What follows belongs to an exercise in optimizing a design on an open flow for small area, a short achievable clock period and few clock cycles per item; a production flow would make more cautious choices. In this exercise RTL edits were held to simulation tests only and were not proved equivalent to the original. No activity file was given, so power comes from the tool's default toggle rates.

## design/flow/config.mk

```make
export PLATFORM = sky130hd
export DESIGN_NAME = page_buffer_lru_replacement
export DESIGN_NICKNAME = page_buffer_lru_replacement
export VERILOG_FILES = /design/flow/design.v
export SDC_FILE = /design/flow/constraint.sdc
export NUM_CORES = 4
export LEC_CHECK = 0
export CAP_MARGIN = 20
export CORE_MARGIN = 2
export CORE_UTILIZATION = 40
export PLACE_DENSITY = 0.6
export SLEW_MARGIN = 20
```

## design/flow/constraint.sdc

```tcl
create_clock -name core_clock -period 11.0 [get_ports {clk}]
set_input_delay 2.2000 -clock core_clock [delete_from_list [all_inputs] [get_ports {clk}]]
set_output_delay 2.2000 -clock core_clock [all_outputs]
set_load 0.01 [all_outputs]
```

## design/flow/design.v

```verilog
package pblru_pkg;
    localparam int BUFFER_SLOTS = 16;
    localparam int SLOT_W       = $clog2(BUFFER_SLOTS);
    localparam int SLOT_FIELD_W = 4;
    localparam int PAGE_W       = 16;
    localparam int STAMP_W      = 32;
    localparam int CMD_W        = 2;
    localparam int CFG_W        = 5;
    localparam int GROUP_SIZE   = 4;
    localparam int GROUPS       = (BUFFER_SLOTS + GROUP_SIZE - 1) / GROUP_SIZE;
    localparam int APB_ADDR_W   = 3;
    localparam int APB_DATA_W   = 32;
    localparam logic [APB_ADDR_W-1:0] ADDR_SLOTS_IN_USE = 3'd0;
    localparam logic [CFG_W-1:0]      SLOTS_IN_USE_RST  = 5'd16;
    localparam logic [CMD_W-1:0] OP_ACCESS = 2'd0;
    localparam logic [CMD_W-1:0] OP_CREATE = 2'd1;
    localparam logic [CMD_W-1:0] OP_DROP   = 2'd2;
    localparam logic [CMD_W-1:0] OP_FLUSH  = 2'd3;
    typedef enum logic [1:0] {
        ST_IDLE,
        ST_EVAL,
        ST_RESOLVE,
        ST_FLUSH
    } pblru_state_t;
    typedef struct packed {
        logic load;
        logic eval;
        logic commit;
        logic flush_step;
    } pblru_ctl_t;
    typedef struct packed {
        logic out_free;
        logic is_flush;
        logic flush_more;
    } pblru_sts_t;
    typedef struct packed {
        logic               v;
        logic [STAMP_W-1:0] stamp;
        logic [PAGE_W-1:0]  page;
        logic [SLOT_W-1:0]  idx;
    } pblru_cand_t;
endpackage
import pblru_pkg::*;
module pblru_ctrl
(
    input  logic       clk,
    input  logic       rst_n,
    input  logic       in_valid,
    output logic       in_ready,
    input  pblru_pkg::pblru_sts_t sts,
    output pblru_pkg::pblru_ctl_t ctl
);
    pblru_pkg::pblru_state_t state_reg;
    pblru_pkg::pblru_state_t state_next;
    always_ff @(posedge clk or negedge rst_n) begin
        if (!rst_n) begin
            state_reg <= ST_IDLE;
        end
        else begin
            state_reg <= state_next;
        end
    end
    always_comb begin
        state_next = state_reg;
        ctl        = '0;
        in_ready   = 1'b0;
        case (state_reg)
            ST_IDLE: begin
                in_ready = 1'b1;
                if (in_valid) begin
                    ctl.load   = 1'b1;
                    state_next = ST_EVAL;
                end
            end
            ST_EVAL: begin
                ctl.eval   = 1'b1;
                state_next = sts.is_flush ? ST_FLUSH : ST_RESOLVE;
            end
            ST_RESOLVE: begin
                if (sts.out_free) begin
                    ctl.commit = 1'b1;
                    state_next = ST_IDLE;
                end
            end
            ST_FLUSH: begin
                if (sts.out_free) begin
                    ctl.flush_step = 1'b1;
                    if (!sts.flush_more) begin
                        state_next = ST_IDLE;
                    end
                end
            end
            default: begin
                state_next = ST_IDLE;
            end
        endcase
    end
endmodule
import pblru_pkg::*;
module pblru_dp
(
    input  logic                    clk,
    input  logic                    rst_n,
    input  logic                    ctl_load,
    input  logic                    ctl_eval,
    input  logic                    ctl_commit,
    input  logic                    ctl_flush_step,
    output logic                    sts_out_free,
    output logic                    sts_is_flush,
    output logic                    sts_flush_more,
    input  logic [BUFFER_SLOTS-1:0] active_mask,
    input  logic [CMD_W-1:0]        in_cmd,
    input  logic [PAGE_W-1:0]       in_page_id,
    output logic                    out_valid,
    input  logic                    out_ready,
    output logic                    out_hit,
    output logic [SLOT_FIELD_W-1:0] out_slot,
    output logic [PAGE_W-1:0]       out_page_number,
    output logic                    out_writeback_valid,
    output logic [PAGE_W-1:0]       out_writeback_page,
    output logic                    out_last
);
    function automatic [SLOT_W-1:0] lowest_set(input [BUFFER_SLOTS-1:0] bits_in);
        integer i;
        begin
            lowest_set = '0;
            for (i = BUFFER_SLOTS - 1; i >= 0; i = i - 1) begin
                if (bits_in[i]) begin
                    lowest_set = i[SLOT_W-1:0];
                end
            end
        end
    endfunction
    logic [BUFFER_SLOTS-1:0] slot_valid_reg, slot_valid_next;
    logic [BUFFER_SLOTS-1:0][PAGE_W-1:0] slot_page_reg;
    logic [BUFFER_SLOTS-1:0][PAGE_W-1:0] slot_page_next;
    logic [BUFFER_SLOTS-1:0][STAMP_W-1:0] slot_stamp_reg;
    logic [BUFFER_SLOTS-1:0][STAMP_W-1:0] slot_stamp_next;
    logic [STAMP_W-1:0]      use_clock_reg, use_clock_next;
    logic [PAGE_W-1:0]       next_new_page_reg, next_new_page_next;
    logic [CMD_W-1:0]        item_cmd_reg, item_cmd_next;
    logic [PAGE_W-1:0]       item_page_reg, item_page_next;
    logic [BUFFER_SLOTS-1:0] match_mask_reg, match_mask_next;
    logic [BUFFER_SLOTS-1:0] empty_mask_reg, empty_mask_next;
    logic [GROUPS-1:0]       grp_v_reg, grp_v_next;
    logic [GROUPS-1:0][STAMP_W-1:0] grp_stamp_reg;
    logic [GROUPS-1:0][STAMP_W-1:0] grp_stamp_next;
    logic [GROUPS-1:0][PAGE_W-1:0] grp_page_reg;
    logic [GROUPS-1:0][PAGE_W-1:0] grp_page_next;
    logic [GROUPS-1:0][SLOT_W-1:0] grp_idx_reg;
    logic [GROUPS-1:0][SLOT_W-1:0] grp_idx_next;
    logic [BUFFER_SLOTS-1:0] flush_mask_reg, flush_mask_next;
    logic                    out_valid_reg, out_valid_next;
    logic                    out_hit_reg, out_hit_next;
    logic [SLOT_FIELD_W-1:0] out_slot_reg, out_slot_next;
    logic [PAGE_W-1:0]       out_page_reg, out_page_next;
    logic                    out_wbv_reg, out_wbv_next;
    logic [PAGE_W-1:0]       out_wbp_reg, out_wbp_next;
    logic                    out_last_reg, out_last_next;
    logic [BUFFER_SLOTS-1:0] match_comb;
    logic [BUFFER_SLOTS-1:0] flush_rest;
    logic [SLOT_W-1:0]       flush_idx;
    logic [SLOT_W-1:0]       hit_slot;
    logic [SLOT_W-1:0]       victim;
    logic [PAGE_W-1:0]       new_page;
    logic                    out_free;
    logic                    lru_v;
    logic [STAMP_W-1:0]      lru_stamp;
    logic [PAGE_W-1:0]       lru_page;
    logic [SLOT_W-1:0]       lru_idx;
    assign out_free = !out_valid_reg || out_ready;
    assign flush_idx  = lowest_set(flush_mask_reg);
    assign flush_rest = flush_mask_reg & ~(BUFFER_SLOTS'(1) << flush_idx);
    assign hit_slot   = lowest_set(match_mask_reg);
    assign sts_out_free   = out_free;
    assign sts_is_flush   = (item_cmd_reg == OP_FLUSH);
    assign sts_flush_more = |flush_rest;
    always_comb begin
        for (int i = 0; i < BUFFER_SLOTS; i++) begin
            match_comb[i] = slot_valid_reg[i] && active_mask[i]
                            && (slot_page_reg[i] == item_page_reg);
        end
        for (int g = 0; g < GROUPS; g++) begin
            grp_v_next[g]     = 1'b0;
            grp_stamp_next[g] = '0;
            grp_page_next[g]  = '0;
            grp_idx_next[g]   = '0;
            for (int k = 0; k < GROUP_SIZE; k++) begin
                if (slot_valid_reg[g*GROUP_SIZE+k] && active_mask[g*GROUP_SIZE+k]
                    && (!grp_v_next[g] || (slot_stamp_reg[g*GROUP_SIZE+k] < grp_stamp_next[g]))) begin
                    grp_v_next[g]     = 1'b1;
                    grp_stamp_next[g] = slot_stamp_reg[g*GROUP_SIZE+k];
                    grp_page_next[g]  = slot_page_reg[g*GROUP_SIZE+k];
                    grp_idx_next[g]   = SLOT_W'(g*GROUP_SIZE+k);
                end
            end
            if (!ctl_eval) begin
                grp_v_next[g]     = grp_v_reg[g];
                grp_stamp_next[g] = grp_stamp_reg[g];
                grp_page_next[g]  = grp_page_reg[g];
                grp_idx_next[g]   = grp_idx_reg[g];
            end
        end
    end
    always_comb begin
        lru_v     = 1'b0;
        lru_stamp = '0;
        lru_page  = '0;
        lru_idx   = '0;
        for (int g = 0; g < GROUPS; g++) begin
            if (grp_v_reg[g] && (!lru_v || (grp_stamp_reg[g] < lru_stamp))) begin
                lru_v     = 1'b1;
                lru_stamp = grp_stamp_reg[g];
                lru_page  = grp_page_reg[g];
                lru_idx   = grp_idx_reg[g];
            end
        end
    end
    assign victim   = (|empty_mask_reg) ? lowest_set(empty_mask_reg) : lru_idx;
    assign new_page = (item_cmd_reg == OP_CREATE) ? next_new_page_reg : item_page_reg;
    always_comb begin
        slot_valid_next    = slot_valid_reg;
        slot_page_next     = slot_page_reg;
        slot_stamp_next    = slot_stamp_reg;
        use_clock_next     = use_clock_reg;
        next_new_page_next = next_new_page_reg;
        item_cmd_next      = ctl_load ? in_cmd : item_cmd_reg;
        item_page_next     = ctl_load ? in_page_id : item_page_reg;
        match_mask_next    = ctl_eval ? match_comb : match_mask_reg;
        empty_mask_next    = ctl_eval ? (~slot_valid_reg & active_mask) : empty_mask_reg;
        flush_mask_next    = flush_mask_reg;
        out_valid_next     = out_valid_reg && !out_ready;
        out_hit_next       = out_hit_reg;
        out_slot_next      = out_slot_reg;
        out_page_next      = out_page_reg;
        out_wbv_next       = out_wbv_reg;
        out_wbp_next       = out_wbp_reg;
        out_last_next      = out_last_reg;
        if (ctl_eval && (item_cmd_reg == OP_FLUSH)) begin
            flush_mask_next = slot_valid_reg & active_mask;
        end
        if (ctl_commit) begin
            out_valid_next = 1'b1;
            out_last_next  = 1'b1;
            case (item_cmd_reg)
                OP_DROP: begin
                    slot_valid_next = slot_valid_reg & ~match_mask_reg;
                    out_hit_next    = |match_mask_reg;
                    out_slot_next   = (|match_mask_reg) ? SLOT_FIELD_W'(hit_slot) : '0;
                    out_page_next   = item_page_reg;
                    out_wbv_next    = 1'b0;
                    out_wbp_next    = '0;
                end
                default: begin
                    if (use_clock_reg != '1) begin
                        use_clock_next = use_clock_reg + STAMP_W'(1);
                    end
                    if ((item_cmd_reg == OP_ACCESS) && (|match_mask_reg)) begin
                        slot_stamp_next[hit_slot] = use_clock_reg;
                        out_hit_next  = 1'b1;
                        out_slot_next = SLOT_FIELD_W'(hit_slot);
                        out_page_next = item_page_reg;
                        out_wbv_next  = 1'b0;
                        out_wbp_next  = '0;
                    end
                    else begin
                        if (item_cmd_reg == OP_CREATE) begin
                            next_new_page_next = next_new_page_reg + PAGE_W'(1);
                        end
                        slot_valid_next[victim] = 1'b1;
                        slot_page_next[victim]  = new_page;
                        slot_stamp_next[victim] = use_clock_reg;
                        out_hit_next  = 1'b0;
                        out_slot_next = SLOT_FIELD_W'(victim);
                        out_page_next = new_page;
                        out_wbv_next  = ~(|empty_mask_reg);
                        out_wbp_next  = (|empty_mask_reg) ? '0 : lru_page;
                    end
                end
            endcase
        end
        if (ctl_flush_step) begin
            out_valid_next = 1'b1;
            out_hit_next   = 1'b0;
            if (|flush_mask_reg) begin
                slot_valid_next[flush_idx] = 1'b0;
                flush_mask_next            = flush_rest;
                out_slot_next              = SLOT_FIELD_W'(flush_idx);
                out_page_next              = slot_page_reg[flush_idx];
                out_wbv_next               = 1'b1;
                out_wbp_next               = slot_page_reg[flush_idx];
                out_last_next              = ~(|flush_rest);
            end
            else begin
                out_slot_next = '0;
                out_page_next = '0;
                out_wbv_next  = 1'b0;
                out_wbp_next  = '0;
                out_last_next = 1'b1;
            end
        end
    end
    always_ff @(posedge clk or negedge rst_n) begin
        if (!rst_n) begin
            slot_valid_reg    <= '0;
            use_clock_reg     <= '0;
            next_new_page_reg <= '0;
            flush_mask_reg    <= '0;
            out_valid_reg     <= 1'b0;
        end
        else begin
            slot_valid_reg    <= slot_valid_next;
            use_clock_reg     <= use_clock_next;
            next_new_page_reg <= next_new_page_next;
            flush_mask_reg    <= flush_mask_next;
            out_valid_reg     <= out_valid_next;
        end
    end
    always_ff @(posedge clk) begin
        slot_page_reg  <= slot_page_next;
        slot_stamp_reg <= slot_stamp_next;
        item_cmd_reg   <= item_cmd_next;
        item_page_reg  <= item_page_next;
        match_mask_reg <= match_mask_next;
        empty_mask_reg <= empty_mask_next;
        grp_v_reg      <= grp_v_next;
        grp_stamp_reg  <= grp_stamp_next;
        grp_page_reg   <= grp_page_next;
        grp_idx_reg    <= grp_idx_next;
        out_hit_reg    <= out_hit_next;
        out_slot_reg   <= out_slot_next;
        out_page_reg   <= out_page_next;
        out_wbv_reg    <= out_wbv_next;
        out_wbp_reg    <= out_wbp_next;
        out_last_reg   <= out_last_next;
    end
    assign out_valid           = out_valid_reg;
    assign out_hit             = out_hit_reg;
    assign out_slot            = out_slot_reg;
    assign out_page_number     = out_page_reg;
    assign out_writeback_valid = out_wbv_reg;
    assign out_writeback_page  = out_wbp_reg;
    assign out_last            = out_last_reg;
endmodule
import pblru_pkg::*;
module page_buffer_lru_replacement
(
    input  logic                  clk,
    input  logic                  rst_n,
    input  logic                  psel,
    input  logic                  penable,
    input  logic                  pwrite,
    input  logic [APB_ADDR_W-1:0] paddr,
    input  logic [APB_DATA_W-1:0] pwdata,
    output logic [APB_DATA_W-1:0] prdata,
    output logic                  pready,
    input  logic                  in_valid,
    output logic                  in_ready,
    input  logic [CMD_W-1:0]      in_cmd,
    input  logic [PAGE_W-1:0]     in_page_id,
    output logic                  out_valid,
    input  logic                  out_ready,
    output logic                  out_hit,
    output logic [SLOT_FIELD_W-1:0] out_slot,
    output logic [PAGE_W-1:0]     out_page_number,
    output logic                  out_writeback_valid,
    output logic [PAGE_W-1:0]     out_writeback_page,
    output logic                  out_last
);
    logic [CFG_W-1:0]        slots_in_use_reg, slots_in_use_next;
    logic [BUFFER_SLOTS-1:0] active_mask;
    logic                    cfg_write;
    pblru_pkg::pblru_ctl_t              ctl;
    pblru_pkg::pblru_sts_t              sts;
    assign pready    = 1'b1;
    assign cfg_write = psel && penable && pwrite && pready && (paddr == ADDR_SLOTS_IN_USE);
    assign prdata    = (paddr == ADDR_SLOTS_IN_USE) ? APB_DATA_W'(slots_in_use_reg) : '0;
    assign slots_in_use_next = cfg_write ? pwdata[CFG_W-1:0] : slots_in_use_reg;
    always_ff @(posedge clk or negedge rst_n) begin
        if (!rst_n) begin
            slots_in_use_reg <= SLOTS_IN_USE_RST;
        end
        else begin
            slots_in_use_reg <= slots_in_use_next;
        end
    end
    always_comb begin
        for (int i = 0; i < BUFFER_SLOTS; i++) begin
            active_mask[i] = (i == 0) || (i < int'(slots_in_use_reg));
        end
    end
    pblru_ctrl u_ctrl (
        .clk      (clk),
        .rst_n    (rst_n),
        .in_valid (in_valid),
        .in_ready (in_ready),
        .sts      (sts),
        .ctl      (ctl)
    );
    pblru_dp u_dp (
        .clk         (clk),
        .rst_n       (rst_n),
        .ctl_load       (ctl.load),
        .ctl_eval       (ctl.eval),
        .ctl_commit     (ctl.commit),
        .ctl_flush_step (ctl.flush_step),
        .sts_out_free   (sts.out_free),
        .sts_is_flush   (sts.is_flush),
        .sts_flush_more (sts.flush_more),
        .active_mask (active_mask),
        .in_cmd      (in_cmd),
        .in_page_id  (in_page_id),
        .out_valid           (out_valid),
        .out_ready           (out_ready),
        .out_hit             (out_hit),
        .out_slot            (out_slot),
        .out_page_number     (out_page_number),
        .out_writeback_valid (out_writeback_valid),
        .out_writeback_page  (out_writeback_page),
        .out_last            (out_last)
    );
endmodule
```

## design/flow/run.sh

```bash
#!/bin/bash
# synth_recipe.tcl (not shown) runs the flow's synth.tcl, then flattens the netlist and writes it again
# the make line also repeats each setting of config.mk as NAME=value (left out here)
make -C /OpenROAD-flow-scripts/flow DESIGN_CONFIG=/design/flow/config.mk WORK_HOME=/design/flow/orfs CLKGATE_MAP_FILE= SYNTH_SCRIPT=/design/flow/synth_recipe.tcl finish
```

==> summary.md <==
| Metric | Value |
|---|---|
| Status | finished clean |
| Final standard cell count with taps included and fillers excluded | about 9000 |
| Total congestion overflow after global routing | 0 |
| H-tree levels | 4 |
| Mean Syn Cell Area | ~11 µm² |
| Sw Ratio | between 40% and 50% |
| Proportion of netlist area held by the largest area contributor | a little over two fifths |
| Reg-to-reg slack, setup | 0.35 ns |
| CTS tree | yes |
| Post-Place Cells | roughly 8800 |
| EDFF count, synth | ~1100 |
| Die outline height | 433 µm |
| Mean number of vias per cell | about 5.7 |
| Warnings, synthesis | 3 |
| Util after Layout | a little under half |
| Final-stage net count | 6975 |
| Element type at the critical path end | register |
| Min-delay src | u_dp.next_new_page_reg[15]$_DFFE_PN0P_ |
| Time the final worst path needs with I/O delays and setup | around 11 ns |
| Maximum fanout along the worst path | 41 |
| Cell area after placement | a little under 80000 µm² |
| First-pass detailed-route iteration total | 6 |
| Clock buffers created by TritonCTS | ~140 |
| Final hold slack | 0.471 ns |
| Data arrival at the endpoint of the critical path | 11.17 ns |
| Cell Pwr Density | ~290 nW/µm² |
| Start-to-end type of the worst setup path | reg2reg |
| Crit-path slowest cell | sky130_fd_sc_hd__or4_1 |
| Total length of routed wires | between 200 and 250 mm |
| Area of the placeable core | about 180000 µm² |
| Fraction of the cycle the final worst path needs | 96.8% |
| Type of the worst min-delay path | reg2reg |
| Final non-filler cell area | between 80000 and 90000 µm² |
| RR Startpoint | u_dp.grp_v_reg[0]$_SDFFCE_PP1N_ |
| Summed negative setup slack over all endpoints | 0 ns |
| Total net switching power | just under 10 mW |
| Cell type contributing the most total cell area after synthesis | sky130_fd_sc_hd__edfxtp_1 |
| Total power | between 20 and 25 mW |
| Internal power consumption | 13.7 mW |
| Flip-flop count of the largest register, all copies and words added | roughly 510 |
| Number of cells produced by synthesis | approximately 6400 |
| First-iteration detailed-routing DRC count | roughly 4700 |
| Worst-case hold path end point | u_dp.next_new_page_reg[15]$_DFFE_PN0P_ |
| Clock latency reported for the late side of the worst-skew pair | 0.80 ns |
| Max_cap viols | 0 |
| Largest buffer count on any clock path | 3 |
| Share of post-route cells with drive strength above 1 | between 20% and 30% |
| Number of distinct library cell variants in the gate-level netlist after synthesis | about 110 |
| Achievable frequency | 93.9 MHz |
| Area of the multi-input gates | between 30000 and 40000 µm² |
| Via count of the first global-routing pass | roughly 50000 |
| Cells taking the most area after synthesis | sky130_fd_sc_hd__edfxtp_1 (43%), sky130_fd_sc_hd__mux2_2 (12%), sky130_fd_sc_hd__ha_1 (8.1%) |
| TritonCTS Sinks | ~1200 |
| Hold buffers post-CTS | 0 |
| FILL cells | about 17000 |
| Pin count of the biggest net entering global routing | between 80 and 90 |
| Power share of the clock group | between 10% and 20% |
| Dpl hpwl | approximately 160 mm |
| Leakage | 31.9 nW |
| Share of power burned in registers | between 30% and 40% |
| Count of buffers inserted at the top-level ports | 78 |
| Largest incremental delay on the critical path | between 0.6 and 0.7 ns |
| Global-route wire length before repair | roughly 330 mm |
| Clock transition at path regs | 0.06 ns |
| Number of cells on the worst reg-to-reg path | 38 |
| CP Launch Type | register |
| Most instantiated flip-flop cell in the synthesis netlist | sky130_fd_sc_hd__edfxtp_1 |
| Slew HR | approximately a quarter |
| Required time of the critical path | ~12 ns |
| Number of antenna violations at the first check in global routing | 24 |
| Portion of the post-synthesis area used by sequential elements | 46.3% |
| Initial core utilization | just over 40% |
| Transition time at the pin with the least slew margin | approximately 1.1 ns |
| Reg-to-reg critical path endpoint | u_dp.slot_stamp_reg[188]$_DFFE_PP_ |
| Die outline width | about 430 µm |
| DP Worst Slack | roughly 0.026 ns |
| Antenna violation net count after detailed routing | 0 |
| Count of final hold-check violations | 0 |
| Slack of the critical path | about 0.35 ns |
| Final Skew | 0.0318 ns |
| Async set-or-reset flop fraction in the synthesized netlist | under 10% |
| CTS root buffer | sky130_fd_sc_hd__clkbuf_16 |
| IO Pins | between 100 and 150 |
| Combinational Power Share | 48.3% |
| Final weighted congestion of routability-driven global placement | 0.927 |
| Peak supply drop | 267 µV |
| Layout overhead on the synthesized area | 12.0% |
| Final count of pins violating max slew | 0 |
| Drc violations | 0 |
| Number of endpoints failing setup at the final stage | 0 |
| Number of storage elements in the synthesis netlist | 1152 |
| Vias after detailed routing | 51600 |
| Post-synthesis instance area | between 70000 and 80000 µm² |
| Global-route total usage across every layer | around a quarter |
| Site Rows | between 150 and 200 |
| Die area | 188000 µm² |
| Register Area | ~34000 µm² |
| Hold Path Depth | 1 |
| WL per Instance | 24.9 µm |
==> worst max-delay path by stage <==
stage / from / end / slack (ns)
finish: u_dp.grp_v_reg[0]$_SDFFCE_PP1N_ / u_dp.slot_stamp_reg[188]$_DFFE_PP_ / 0.35
global route: u_dp.grp_v_reg[0]$_SDFFCE_PP1N_ / u_dp.slot_stamp_reg[80]$_DFFE_PP_ / -0.06
CTS: u_dp.grp_v_reg[0]$_SDFFCE_PP1N_ / u_dp.slot_stamp_reg[188]$_DFFE_PP_ / 0.05
detailed placement: u_dp.grp_v_reg[0]$_SDFFCE_PP1N_ / u_dp.slot_page_reg[143]$_DFFE_PP_ / 0.03
global placement: u_dp.grp_v_reg[0]$_SDFFCE_PP1N_ / u_dp.slot_page_reg[143]$_DFFE_PP_ / 0.20
floorplan: out_ready / u_dp.slot_valid_reg[8]$_DFF_PN0_ / -5.74
==> layout by cell type, fill, tap and decap left out, types with 13 or more instances in the layout <==
| cell | count |
|---|---|
| sky130_fd_sc_hd__o21ai_0 | 334 |
| sky130_fd_sc_hd__a21oi_1 | 230 |
| sky130_fd_sc_hd__nand2_1 | 535 |
| sky130_fd_sc_hd__nand4_1 | 111 |
| sky130_fd_sc_hd__and4_1 | 16 |
| sky130_fd_sc_hd__nand3_1 | 103 |
| sky130_fd_sc_hd__nand2b_1 | 25 |
| sky130_fd_sc_hd__mux2_2 | 781 |
| sky130_fd_sc_hd__buf_12 | 22 |
| sky130_fd_sc_hd__mux2i_1 | 430 |
| sky130_fd_sc_hd__a31oi_1 | 43 |
| sky130_fd_sc_hd__clkbuf_1 | 30 |
| sky130_fd_sc_hd__nor4_1 | 78 |
| sky130_fd_sc_hd__ha_1 | 477 |
| sky130_fd_sc_hd__o21bai_1 | 13 |
| sky130_fd_sc_hd__mux2_4 | 31 |
| sky130_fd_sc_hd__nor2_1 | 241 |
| sky130_fd_sc_hd__dfrtp_1 | 86 |
| sky130_fd_sc_hd__a21o_1 | 147 |
| sky130_fd_sc_hd__clkbuf_16 | 143 |
| sky130_fd_sc_hd__edfxtp_1 | 1063 |
| sky130_fd_sc_hd__o22ai_1 | 22 |
| sky130_fd_sc_hd__clkinv_2 | 28 |
| sky130_fd_sc_hd__mux2_1 | 92 |
| sky130_fd_sc_hd__clkinv_1 | 18 |
| sky130_fd_sc_hd__and2_1 | 64 |
| sky130_fd_sc_hd__or2_2 | 17 |
| sky130_fd_sc_hd__a211oi_1 | 22 |
| sky130_fd_sc_hd__nor3_1 | 47 |
| sky130_fd_sc_hd__a221o_1 | 52 |
| sky130_fd_sc_hd__xnor2_1 | 47 |
| sky130_fd_sc_hd__inv_1 | 334 |
| sky130_fd_sc_hd__clkdlybuf4s50_1 | 77 |
| sky130_fd_sc_hd__buf_4 | 158 |
| sky130_fd_sc_hd__nor2b_1 | 27 |
| sky130_fd_sc_hd__conb_1 | 28 |
| sky130_fd_sc_hd__and3_1 | 30 |
| sky130_fd_sc_hd__xor2_1 | 257 |
==> worst max-delay path: cells and delay by family, from the launching register on <==
kind / cells / cell delay [ns]
buffers and inverters: 6 / 1.21
and+or+nand+nor: 9 / 2.37
muxes: 1 / 0.38
adders and majority gates: 4 / 1.41
DFF: 1 / 0.46
AOI/OAI and AO/OA: 18 / 4.42
==> cells in the mapped netlist (52+ instances only) <==
| library cell | n |
|---|---|
| sky130_fd_sc_hd__mux2i_1 | 430 |
| sky130_fd_sc_hd__mux2_2 | 782 |
| sky130_fd_sc_hd__nand4_1 | 111 |
| sky130_fd_sc_hd__o21ai_0 | 336 |
| sky130_fd_sc_hd__nand3_1 | 109 |
| sky130_fd_sc_hd__nand2_1 | 543 |
| sky130_fd_sc_hd__nor4_1 | 79 |
| sky130_fd_sc_hd__ha_1 | 478 |
| sky130_fd_sc_hd__xor2_1 | 257 |
| sky130_fd_sc_hd__buf_2 | 52 |
| sky130_fd_sc_hd__clkbuf_1 | 263 |
| sky130_fd_sc_hd__inv_1 | 335 |
| sky130_fd_sc_hd__a21oi_1 | 236 |
| sky130_fd_sc_hd__edfxtp_1 | 1063 |
| sky130_fd_sc_hd__mux2_1 | 92 |
| sky130_fd_sc_hd__nor2_1 | 246 |
| sky130_fd_sc_hd__a21o_1 | 147 |
| sky130_fd_sc_hd__a221o_1 | 52 |
| sky130_fd_sc_hd__dfrtp_1 | 87 |
| sky130_fd_sc_hd__and2_1 | 67 |
==> power by group through the flow <==
stage	Sequential [mW]	Combinational, mW	Clock [mW]
floorplan	7.63	7.62	0
global placement	7.66	10.9	0
detailed placement	7.70	11.1	0
CTS	7.62	11.2	4.67
global route	7.76	12.3	4.82
finish	7.63	11.4	4.59
==> cells by family after synthesis <==
group | count (synthesis) | share of synthesized area [%]
simple gates | 1377 | 8.97
mux | 1335 | 19.8
flops | 1152 | 46.3
compound gates | 1024 | 8.97
buf+inv | 752 | 4.20
fa+ha+maj | 478 | 8.11
xor+xnor | 305 | 3.63
other cells | 2 | 0.0102
==> layout make-up <==
| type | count | share of cell area [%] |
|---|---|---|
| antenna | 4 | 0.0121 |
| inverter | 336 | 1.53 |
| sequential | 1152 | 41.3 |
| multi-input combinational | 4551 | 45.1 |
| timing repair buffer | 261 | 2.98 |
| clock buffer | 178 | 4.55 |
| tap | 2464 | 3.73 |
| clock inverter | 69 | 0.809 |
==> timing repair <==
item | in CTS | in global routing
gates resized for setup | 1 | 19
cloned | 0 | 4
setup buffers | 0 | 9
endpoints found under the hold margin | 0 | 0
endpoints found under the setup margin | 1 | 827
pin swaps | 0 | 5
==> metal layers <==
layer  GRT usage, %  routed length (µm)
met1           30.9               95500
met2           39.2              108000
met3           3.02               13100
met4           8.23                7950
met5              0                   0
Testbench counts, summed over its fixed seeds: cycles 63,930, items 20,000.

[port drivers added, routing unchanged]
Ports are ideal in the flow. The routed layout listed here was re-timed in OpenROAD. Step 1 (the two cells are an assumption about what drives the block):
set clk [get_ports {clk}]
set_driving_cell -lib_cell sky130_fd_sc_hd__clkbuf_16 $clk
set_driving_cell -lib_cell sky130_fd_sc_hd__buf_2 [delete_from_list [all_inputs] $clk]
Step 2, shift: input delay + t, output delay - t, t = (earliest + latest rising clock arrival at the registers) / 2. This alone moves slack from input paths to output paths. a / b / c = ideal / step 1 / step 2; a / b = the first two.
shift t [ns]: 0.864
setup WS [ns]: 0.352 / 0.352 / 0.352
worst register clock-pin slew, ns: 0.06 / 0.06
pins driven straight from the clock port: 1
After both steps this run still meets setup and hold. For this run, drivers alone change the setup slack by 0.000 ns; drivers and shift together by 0.000 ns.
